Source: an optimization exercise on an open RTL-to-GDS flow (aim: small area, a short achievable clock period and few clock cycles per item). Production flows keep margins and buffers that such runs may drop.
Where RTL was checked, it was by simulation tests only, not by an equivalence proof against the original.

==> inputs of violet <==
// decimal_text_to_int_parser
module decimal_text_to_int_parser (
	input  wire logic  clk,
	input  wire logic  arst_n,
	input  wire logic  cfg_we,
	input  wire logic  cfg_wdata,
	input  wire logic        in_valid,
	output logic             in_ready,
	input  wire logic [7:0]  in_char,
	input  wire logic        in_last,
	output logic             out_valid,
	input  wire logic        out_ready,
	output logic [31:0]      out_value
);
Settings: LEC_CHECK=0, CAP_MARGIN=20, CORE_MARGIN=2, CORE_UTILIZATION=40, SETUP_SLACK_MARGIN=5, SLEW_MARGIN=20; clock period 10.0 ns.
run.sh (not shown) runs the stock make flow with config.mk's settings and CLKGATE_MAP_FILE= SYNTH_SCRIPT=/design/flow/synth_recipe.tcl, a recipe that flattens the netlist after the stock synthesis.
==> inputs of pepper, as changes to violet <==
==> flow/design.v (replaced) <==
`default_nettype none
package dtip_pkg;
	localparam logic [3:0] C_MINUS = 4'b1010;
	localparam logic [3:0] C_PLUS  = 4'b1011;
	localparam logic [3:0] C_E     = 4'b1100;
	localparam logic [3:0] C_OTHER = 4'b1111;
	localparam logic [2:0] PH_SIGN       = 3'd0;
	localparam logic [2:0] PH_DIGITS     = 3'd1;
	localparam logic [2:0] PH_EXP_SIGN   = 3'd2;
	localparam logic [2:0] PH_EXP_DIGITS = 3'd3;
	localparam logic [2:0] PH_STOP       = 3'd4;
endpackage
`default_nettype wire
`default_nettype none
module decimal_text_to_int_parser (
	input  wire logic  clk,
	input  wire logic  arst_n,
	input  wire logic  cfg_we,
	input  wire logic  cfg_wdata,
	input  wire logic        in_valid,
	output logic             in_ready,
	input  wire logic [7:0]  in_char,
	input  wire logic        in_last,
	output logic             out_valid,
	input  wire logic        out_ready,
	output logic [31:0]      out_value
);
	logic       av_q, bv_q;      
	logic       al_q, bl_q;
	logic [3:0] ac_q, bc_q;
	logic       rdy_q;
	logic [3:0] in_code;
	logic       accept;
	always_comb begin
		if (in_char[7:4] == 4'h3 && in_char[3:0] <= 4'd9)
			in_code = in_char[3:0];
		else if (in_char == 8'h2D)
			in_code = dtip_pkg::C_MINUS;
		else if (in_char == 8'h2B)
			in_code = dtip_pkg::C_PLUS;
		else if (in_char == 8'h45)
			in_code = dtip_pkg::C_E;
		else
			in_code = dtip_pkg::C_OTHER;
	end
	assign in_ready = rdy_q;
	assign accept   = in_valid && rdy_q;
	logic        exp_en_q;
	logic        fresh_q;    
	logic [2:0]  phase_q;
	logic        neg_q;
	logic        sat_q;
	logic        zero_q;
	logic [3:0]  exp_q;      
	logic        eneg_q;
	logic [3:0]  nsig_q;     
	logic [31:0] mag_q;      
	logic        scale_q;
	logic [1:0]  chunk_q;
	logic [3:0]  rem_q;
	logic        ov_q;
	logic        take;
	logic [2:0]  phase_e;
	logic        neg_e, sat_e, eneg_e;
	logic [3:0]  exp_e, nsig_e;
	assign phase_e = fresh_q ? dtip_pkg::PH_SIGN : phase_q;
	assign neg_e   = neg_q  && !fresh_q;
	assign sat_e   = sat_q  && !fresh_q;
	assign eneg_e  = eneg_q && !fresh_q;
	assign exp_e   = exp_q  & {4{!fresh_q}};
	assign nsig_e  = nsig_q & {4{!fresh_q}};
	logic        is_dig, is_minus, is_plus, is_e;
	logic [3:0]  dg;
	logic [30:0] mag_eff;
	logic [34:0] m;
	logic        m_ovf;
	logic [7:0]  e_x10;
	logic [2:0]  phase_nx;
	logic        neg_nx, sat_nx, eneg_nx;
	logic [3:0]  exp_nx, nsig_nx;
	logic        mag_we;
	logic        take_mant, take_exp;
	assign is_dig   = !(ac_q[3] && (ac_q[2] || ac_q[1]));
	assign is_minus = (ac_q == dtip_pkg::C_MINUS);
	assign is_plus  = (ac_q == dtip_pkg::C_PLUS);
	assign is_e     = (ac_q == dtip_pkg::C_E);
	assign dg       = scale_q ? 4'd0 : ac_q;
	assign mag_eff = mag_q[30:0] & {31{scale_q || (nsig_e != 4'd0)}};
	assign m       = {1'b0, mag_eff, 3'b000} + {3'b000, mag_eff, 1'b0} + {31'd0, dg};
	assign m_ovf   = |m[34:31];
	assign e_x10   = {1'b0, exp_e, 3'b000} + {3'b000, exp_e, 1'b0} + {4'd0, ac_q};
	assign take = av_q && !scale_q && (!ov_q || out_ready);
	assign take_mant = ((phase_e == dtip_pkg::PH_SIGN) && !is_minus && !is_plus) ||
		(phase_e == dtip_pkg::PH_DIGITS);
	assign take_exp  = ((phase_e == dtip_pkg::PH_EXP_SIGN) && !is_minus && !is_plus) ||
		(phase_e == dtip_pkg::PH_EXP_DIGITS);
	always_comb begin
		phase_nx = phase_e;
		neg_nx   = neg_e;
		sat_nx   = sat_e;
		exp_nx   = exp_e;
		eneg_nx  = eneg_e;
		nsig_nx  = nsig_e;
		mag_we   = 1'b0;
		if (phase_e == dtip_pkg::PH_SIGN && is_minus) begin
			neg_nx = !neg_e;
		end else if (phase_e == dtip_pkg::PH_EXP_SIGN && is_minus) begin
			eneg_nx  = 1'b1;
			phase_nx = dtip_pkg::PH_EXP_DIGITS;
		end else if (phase_e == dtip_pkg::PH_EXP_SIGN && is_plus) begin
			phase_nx = dtip_pkg::PH_EXP_DIGITS;
		end else if (take_mant) begin
			if (is_dig) begin
				if (m_ovf) begin
					sat_nx   = 1'b1;
					phase_nx = dtip_pkg::PH_STOP;
				end else begin
					mag_we   = 1'b1;
					phase_nx = dtip_pkg::PH_DIGITS;
					if (nsig_e != 4'd0 || ac_q != 4'd0)
						nsig_nx = nsig_e + 4'd1;
				end
			end else if (is_e && exp_en_q && !al_q) begin
				phase_nx = dtip_pkg::PH_EXP_SIGN;
			end else begin
				phase_nx = dtip_pkg::PH_STOP;
			end
		end else if (take_exp) begin
			if (is_dig) begin
				phase_nx = dtip_pkg::PH_EXP_DIGITS;
				exp_nx   = (e_x10 > 8'd10) ? 4'd10 : e_x10[3:0];
			end else begin
				phase_nx = dtip_pkg::PH_STOP;
			end
		end
	end
	logic       d_sat, d_zero, d_scale;
	logic [4:0] sum_ne;
	assign sum_ne  = {1'b0, nsig_nx} + {1'b0, exp_nx};
	assign d_sat   = sat_nx || (!eneg_nx && exp_nx != 4'd0 && nsig_nx != 4'd0 && sum_ne >= 5'd11);
	assign d_zero  = !sat_nx && (nsig_nx == 4'd0 || (exp_nx != 4'd0 && eneg_nx && exp_nx >= nsig_nx));
	assign d_scale = !sat_nx && exp_nx != 4'd0 && nsig_nx != 4'd0 &&
		(eneg_nx ? (exp_nx < nsig_nx) : (sum_ne <= 5'd10));
	logic [7:0] dq;
	logic [3:0] dr;
	always_comb begin
		logic q;
		dr = (chunk_q == 2'd0) ? 4'd0 : rem_q;
		for (int i = 7; i >= 0; i--) begin
			q     = dr[3] || (dr[2] && (dr[1] || dr[0]));
			dq[i] = q;
			dr    = {q ? (dr[3] && dr[0]) : dr[2],
				q ? (dr[3] ? !dr[0] : (dr[1] && dr[0])) : dr[1],
				dr[0] ^ q,
				mag_q[24 + i]};
		end
	end
	always_comb begin
		logic any;
		any = 1'b0;
		for (int i = 0; i < 31; i++) begin
			out_value[i] = sat_q ? !neg_q : ((mag_q[i] && !zero_q) ^ (neg_q && any));
			any          = any || (mag_q[i] && !zero_q);
		end
		out_value[31] = neg_q && (sat_q || any);
	end
	assign out_valid = ov_q;
	logic scale_end;
	assign scale_end = scale_q && (eneg_q ? (chunk_q == 2'd3 && exp_q == 4'd1) :
		(m_ovf || exp_q == 4'd1));
	always_ff @(posedge clk or negedge arst_n) begin
		if (!arst_n) begin
			av_q     <= 1'b0;
			bv_q     <= 1'b0;
			rdy_q    <= 1'b1;
			exp_en_q <= 1'b0;
			fresh_q  <= 1'b1;
			scale_q  <= 1'b0;
			ov_q     <= 1'b0;
		end else begin
			if (take) begin
				av_q  <= bv_q || accept;
				bv_q  <= bv_q && accept;
				rdy_q <= 1'b1;
			end else begin
				av_q  <= av_q || accept;
				bv_q  <= bv_q || (av_q && accept);
				rdy_q <= !(av_q && (bv_q || accept));
			end
			if (cfg_we)
				exp_en_q <= cfg_wdata;
			if (take) begin
				fresh_q <= al_q;
				if (al_q) begin
					scale_q <= d_scale;
				end
			end else if (scale_end) begin
				scale_q <= 1'b0;
			end
			ov_q <= (take && al_q && !d_scale) || scale_end || (ov_q && !out_ready);
		end
	end
	always_ff @(posedge clk) begin
		if (take && bv_q) begin
			ac_q <= bc_q;
			al_q <= bl_q;
		end else if (take || !av_q) begin
			ac_q <= in_code;
			al_q <= in_last;
		end
		if (accept) begin
			bc_q <= in_code;
			bl_q <= in_last;
		end
		if (take) begin
			phase_q <= phase_nx;
			neg_q   <= neg_nx;
			sat_q   <= al_q ? d_sat : sat_nx;
			zero_q  <= d_zero;
			eneg_q  <= eneg_nx;
			exp_q   <= exp_nx;
			nsig_q  <= nsig_nx;
			chunk_q <= 2'd0;
			if (mag_we)
				mag_q <= {1'b0, m[30:0]};
		end else if (scale_q) begin
			if (!eneg_q) begin
				mag_q <= {1'b0, m[30:0]};
				exp_q <= exp_q - 4'd1;
				if (m_ovf)
					sat_q <= 1'b1;
			end else begin
				mag_q   <= {mag_q[23:0], dq};
				rem_q   <= dr;
				chunk_q <= chunk_q + 2'd1;
				if (chunk_q == 2'd3)
					exp_q <= exp_q - 4'd1;
			end
		end
	end
endmodule
`default_nettype wire
==> notes <==
pepper passed the timing, DRC and antenna checks. violet finished clean. Between pepper and violet, the lower utilization is in violet (gap 2.2 points). Against pepper, the non-clock buffer count of violet is lower by 33. Between violet and pepper, the lower via count is in violet (gap about 7%, measured against pepper). Against pepper, the sequential cell count of violet is higher by 3. In violet the synthesized area is smaller than in pepper, by 5.9%. Of violet and pepper, violet has the higher clock skew (gap 0.0046 ns).
Testbench counts of violet, summed over its fixed seeds: cycles 15,027, strings 2,400.
For pepper, only the layout was checked, not whether the RTL still works.

[static timing again, ports no longer ideal]
Ports are ideal in the flow. The routed layouts listed here were re-timed in OpenROAD.
Step 1, drivers: a clkbuf_16 drives clk and a buf_2 each remaining input, both assumed.
Step 2 also shifts input and output timing later by t, the mid clock arrival at the registers, as if the neighbouring blocks saw the same clock.
Slacks: ideal ports / drivers / drivers and shift; pairs: ideal ports / drivers.
run | shift t [ns] | slack for setup (ns) | slew at the worst register clock pin (ns)
violet | 0.388 | 5.090 / 5.090 / 5.090 | 0.06 / 0.06
pepper | 0.384 | 4.169 / 4.169 / 4.169 | 0.07 / 0.07
After both steps every run listed still meets setup and hold.
